This is an optimization exercise on Yosys and OpenROAD, whose aim is small area, a short achievable clock period and few clock cycles per item, not a production implementation.
Where RTL was checked, it was by simulation tests only, not by an equivalence proof against the original.
Power is estimated from default activity; no workload was simulated.

== v29 ==
==> flow/design.v (excerpt) <==
module pvrtc_quad_decoder_unit #(
    parameter int unsigned MAX_WORDS_LOG2 = 10
) (
    input  wire logic         i_clk,
    input  wire logic         i_rst_n,
    input  wire logic         i_valid,
    input  wire logic [275:0] i_in_word,
    output logic              o_stall,
    output logic              o_valid,
    output logic [57:0]       o_out_word,
    input  wire logic         i_stall,
    input  wire logic         i_cfg_valid,
    output logic              o_cfg_ready,
    input  wire logic [1:0]   i_cfg_index,
    input  wire logic [3:0]   i_cfg_data
);
For scale: ~3500 cells after synthesis, ~570 flip-flops, ~350 I/O pins.
export LEC_CHECK = 0
export CAP_MARGIN = 20
export CORE_MARGIN = 2
export CORE_UTILIZATION = 40
export SLEW_MARGIN = 20
export BUFFER_PORTS_ARGS = -buffer_cell sky130_fd_sc_hd__buf_1
export CTS_BUF_LIST = sky130_fd_sc_hd__clkbuf_16
export CTS_CLUSTER_SIZE = 25
export CTS_CLUSTER_DIAMETER = 80
export SETUP_SLACK_MARGIN = 6.5
create_clock -name core_clock -period 10.0 [get_ports {i_clk}]
standard.sh (not shown) runs the stock make flow with config.mk's settings and CLKGATE_MAP_FILE= SYNTH_SCRIPT=/design/flow/synth_recipe.tcl, a recipe that flattens the netlist after the stock synthesis.
==> flow/flow/run.sh <==
#!/bin/bash
# The standard layout (standard.sh) with three changes to how it is made:
# plain buf_1 cells as the port buffers (buffer_ports otherwise picks delay
# cells); a clock tree of clkbuf_16 in clusters of up to 25 sinks within
# 80 um; and a setup margin for the resizer's timing repair so that it works
# the register-to-register paths below the 10 ns clock.
set -euo pipefail
{
  echo 'export BUFFER_PORTS_ARGS = -buffer_cell sky130_fd_sc_hd__buf_1'
  echo 'export CTS_BUF_LIST = sky130_fd_sc_hd__clkbuf_16'
  echo 'export CTS_CLUSTER_SIZE = 25'
  echo 'export CTS_CLUSTER_DIAMETER = 80'
  echo 'export SETUP_SLACK_MARGIN = 6.5'
} >> config.mk
bash standard.sh > standard.log 2>&1
Setup changes, v29 to v20
-- flow/design.v --
<<< v29, line 76
    endfunction
    localparam logic [127:0] MOD_USED = 128'h001f1f3f00f0fcf91f3f0f01fcf8f001;
    localparam int NPOS = 3;
    logic            r_busy, n_busy, r_stall, r_take, n_stall, k_adv, k_hold;
    logic [4:0]      r_pos [NPOS];
>>> v20, line 76
    endfunction
    localparam logic [127:0] MOD_USED = 128'h001f1f3f00f0fcf91f3f0f01fcf8f001;
    localparam int NPOS = 7;
    logic            r_busy, n_busy, r_stall, r_take, n_stall, k_adv, k_hold;
    logic [4:0]      r_pos [NPOS];
<<< v29, line 112
    end
    assign {r_y, r_xe} = r_pos[0];
    assign xa = r_pos[0][2:0];
    assign ya = r_pos[0][4:3];
    assign xb = r_pos[0][2:0];
    assign yb = r_pos[0][4:3];
    assign x4 = r_pos[0][2:1];
    assign y4 = r_pos[0][4:3];
    assign mods = {r_quad[83:52],  r_quad[147:116], r_quad[211:180], r_quad[275:244]}
                & MOD_USED;
>>> v20, line 112
    end
    assign {r_y, r_xe} = r_pos[0];
    assign xa = r_pos[1][2:0];
    assign ya = r_pos[1][4:3];
    assign xb = r_pos[2][2:0];
    assign yb = r_pos[2][4:3];
    assign x4 = r_pos[2][2:1];
    assign y4 = r_pos[2][4:3];
    assign mods = {r_quad[83:52],  r_quad[147:116], r_quad[211:180], r_quad[275:244]}
                & MOD_USED;
<<< v29, line 161
    always_comb begin
        o_cols = cols;
        o_pos  = {r_pos[2], r_pos[2], r_pos[1], r_pos[1]};
        if (pv4 > 4'd10) begin
            m4      = pv4 - 4'd10;
>>> v20, line 161
    always_comb begin
        o_cols = cols;
        o_pos  = {r_pos[6], r_pos[5], r_pos[4], r_pos[3]};
        if (pv4 > 4'd10) begin
            m4      = pv4 - 4'd10;
<<< v29, line 315
                    s1_rb[ch] <= {1'b0, n_rb[ch][5:0]};
                end
                s1_x[ch] <= (ch % 2 == 1) ? ~i_pos[5*ch +: 3] : i_pos[5*ch +: 3];
            end
            s1_codes <= i_codes;
>>> v20, line 315
                    s1_rb[ch] <= {1'b0, n_rb[ch][5:0]};
                end
                s1_x[ch] <= i_pos[5*ch +: 3];
            end
            s1_codes <= i_codes;
<<< v29, line 327
    always_comb begin
        for (int ch = 0; ch < 4; ch++) begin
            t_a = f_across(s1_la[ch], s1_ra[ch], (ch % 2 == 1) ? ~s1_x[ch] : s1_x[ch]);
            t_b = f_across(s1_lb[ch], s1_rb[ch], (ch % 2 == 1) ? ~s1_x[ch] : s1_x[ch]);
            if (ch < 3) begin
                n_va[10*ch +: 10] = t_a;
>>> v20, line 327
    always_comb begin
        for (int ch = 0; ch < 4; ch++) begin
            t_a = f_across(s1_la[ch], s1_ra[ch], s1_x[ch]);
            t_b = f_across(s1_lb[ch], s1_rb[ch], s1_x[ch]);
            if (ch < 3) begin
                n_va[10*ch +: 10] = t_a;
Results
- Of v20 and v29, it is v20 that has the higher final hold slack.
- The clock network fraction of design power in v20 sits 0.3 points above the value recorded for v29.
- Proportion of synthesized area in mux cells essentially unchanged between v20 and v29.
- Compared to v29, v20 was floorplanned on a bigger die.
- On v20: final instance area is 1300 um^2 higher than what v29 gave.
- Maximum fanout along the worst path: v20 vs v29 down 3
- Cell count, v20 and v29: larger value in v20
- met1 demand-to-capacity share in global routing up 0.53 points in v20 wrt v29
- As of v20, via count had risen by a few percent compared to v29.
Function was not checked in any run of this note: the RTL went through the layout flow alone.


pvrtc_quad_decoder_unit, a different RTL version from the one above (not shown whole).
Size in the first run: about 3,700 cells after synthesis, ~590 flip-flops, about 350 I/O pins.
==> flow/config.mk <==
export PLATFORM = sky130hd
export DESIGN_NAME = pvrtc_quad_decoder_unit
export DESIGN_NICKNAME = pvrtc_quad_decoder_unit
export VERILOG_FILES = /design/flow/design.v
export SDC_FILE = /design/flow/constraint.sdc
export NUM_CORES = 4
export LEC_CHECK = 0
export CAP_MARGIN = 20
export CORE_MARGIN = 2
export CORE_UTILIZATION = 40
export SLEW_MARGIN = 20
export BUFFER_PORTS_ARGS = -buffer_cell sky130_fd_sc_hd__buf_1
export CTS_BUF_LIST = sky130_fd_sc_hd__clkbuf_8
export SETUP_SLACK_MARGIN = 6.5
==> flow/constraint.sdc <==
create_clock -name core_clock -period 10.0 [get_ports {i_clk}]
set_input_delay 2.0000 -clock core_clock [delete_from_list [all_inputs] [get_ports {i_clk}]]
set_output_delay 2.0000 -clock core_clock [all_outputs]
set_load 0.01 [all_outputs]
==> flow/flow/run.sh <==
#!/bin/bash
# The standard layout (standard.sh) with three changes to how it is made:
# plain buf_1 cells as the port buffers (buffer_ports otherwise picks delay
# cells), clkbuf_8 for the clock tree, and a setup margin for the resizer's
# timing repair so that it works the register-to-register paths below the
# 10 ns clock.
set -euo pipefail
echo 'export BUFFER_PORTS_ARGS = -buffer_cell sky130_fd_sc_hd__buf_1' >> config.mk
echo 'export CTS_BUF_LIST = sky130_fd_sc_hd__clkbuf_8' >> config.mk
echo 'export SETUP_SLACK_MARGIN = 6.5' >> config.mk
bash standard.sh > standard.log 2>&1
Edit:
--- a/flow/design.v
+++ b/flow/design.v
@@ -170,38 +170,38 @@
         o_sel4   = {m4[3], m4[3] | m4[2], m4[3] | m4[1], m4[3] | m4[0]};
         o_first  = (r_xe == 3'd0) & (r_y == 2'd0);
         o_row0   = (r_xe == 3'd0);
         o_last   = last_pix;
         o_quad_x = r_quad[19:10];
         o_quad_y = r_quad[9:0];
     end
-    assign n_pos0      = accept ? 5'd0 : (issue ? r_pos[0] + (two ? 5'd1 : 5'd2) : r_pos[0]);
+    assign n_pos0      = r_take ? 5'd0 : (issue ? r_pos[0] + (two ? 5'd1 : 5'd2) : r_pos[0]);
     assign n_out_valid = i_adv ? i_s3_valid : i_out_valid;
     always_ff @(posedge i_clk) begin
         if (!i_rst_n) begin
             r_busy  <= 1'b0;
             r_stall <= 1'b0;
             r_take  <= 1'b1;
         end else begin
             r_busy  <= n_busy;
             r_stall <= n_busy & ~((n_pos0[4:1] == 4'hf) & (n_pos0[0] | ~two) & ~n_out_valid);
             r_take  <= ~n_busy | ((n_pos0[4:1] == 4'hf) & (n_pos0[0] | ~two) & ~n_out_valid);
         end
     end
     always_ff @(posedge i_clk) begin
         for (int k = 0; k < NPOS; k++) begin
-            if (!i_rst_n || accept) begin
+            if (!i_rst_n || r_take) begin
                 r_pos[k] <= 5'd0;
             end else if (issue) begin
                 r_pos[k] <= r_pos[k] + (two ? 5'd1 : 5'd2);
             end
         end
     end
     always_ff @(posedge i_clk) begin
-        if (accept) begin
+        if (r_take) begin
             r_quad <= i_in_word;
         end
     end
 endmodule
 `default_nettype wire
 `default_nettype none
 module pvq_upscale (
The new run finished with timing, DRC and antenna clean.
Power climbs by 5.2%.
Combinational power rose by about 9%.
Setup slack got worse by 0.068 ns.
Final area fell by 0.58%.
Sequential power goes up by about 3%.
Sequential share of layout area rises by 0.22 points.
Testbench counts after the change, summed over its fixed seeds: cycles 38,528, pixels 36,864.
The RTL of the first run of this note was laid out without a check of its function.

[static timing again, ports no longer ideal]
The flow's constraints put no driver on any port. The routed layouts listed below were extracted and timed again, unchanged, in two steps.
Step 1: set_driving_cell puts a clkbuf_16 on i_clk and a buf_2 on each other input, an assumption about the parent block.
Step 2 times the ports against the registers' clock, not the clock port: input delays grow and output delays shrink by t, the midpoint of the rising clock arrivals with the driver on.
Slacks: ideal / step 1 / step 2; pairs: ideal / step 1.
| run | t, ns | slack for setup (ns) | worst register clock-pin slew, ns | cell pins on the clock port's net |
|---|---|---|---|---|
| v29 | 0.663 | 6.420 / 6.420 / 6.118 | 0.10 / 0.10 | 1 |
| v20 | 0.675 | 6.472 / 6.472 / 6.045 | 0.10 / 0.10 | 1 |
| the first run of note 2 | 0.767 | 6.527 / 6.524 / 5.926 | 0.08 / 0.08 | 1 |
| the second run of note 2 | 0.786 | 6.459 / 6.459 / 5.950 | 0.08 / 0.08 | 1 |
After both steps setup and hold are still met in every run listed. For the first run of note 2, which loses most, drivers alone change the setup slack by -0.003 ns; drivers and shift together by -0.601 ns.
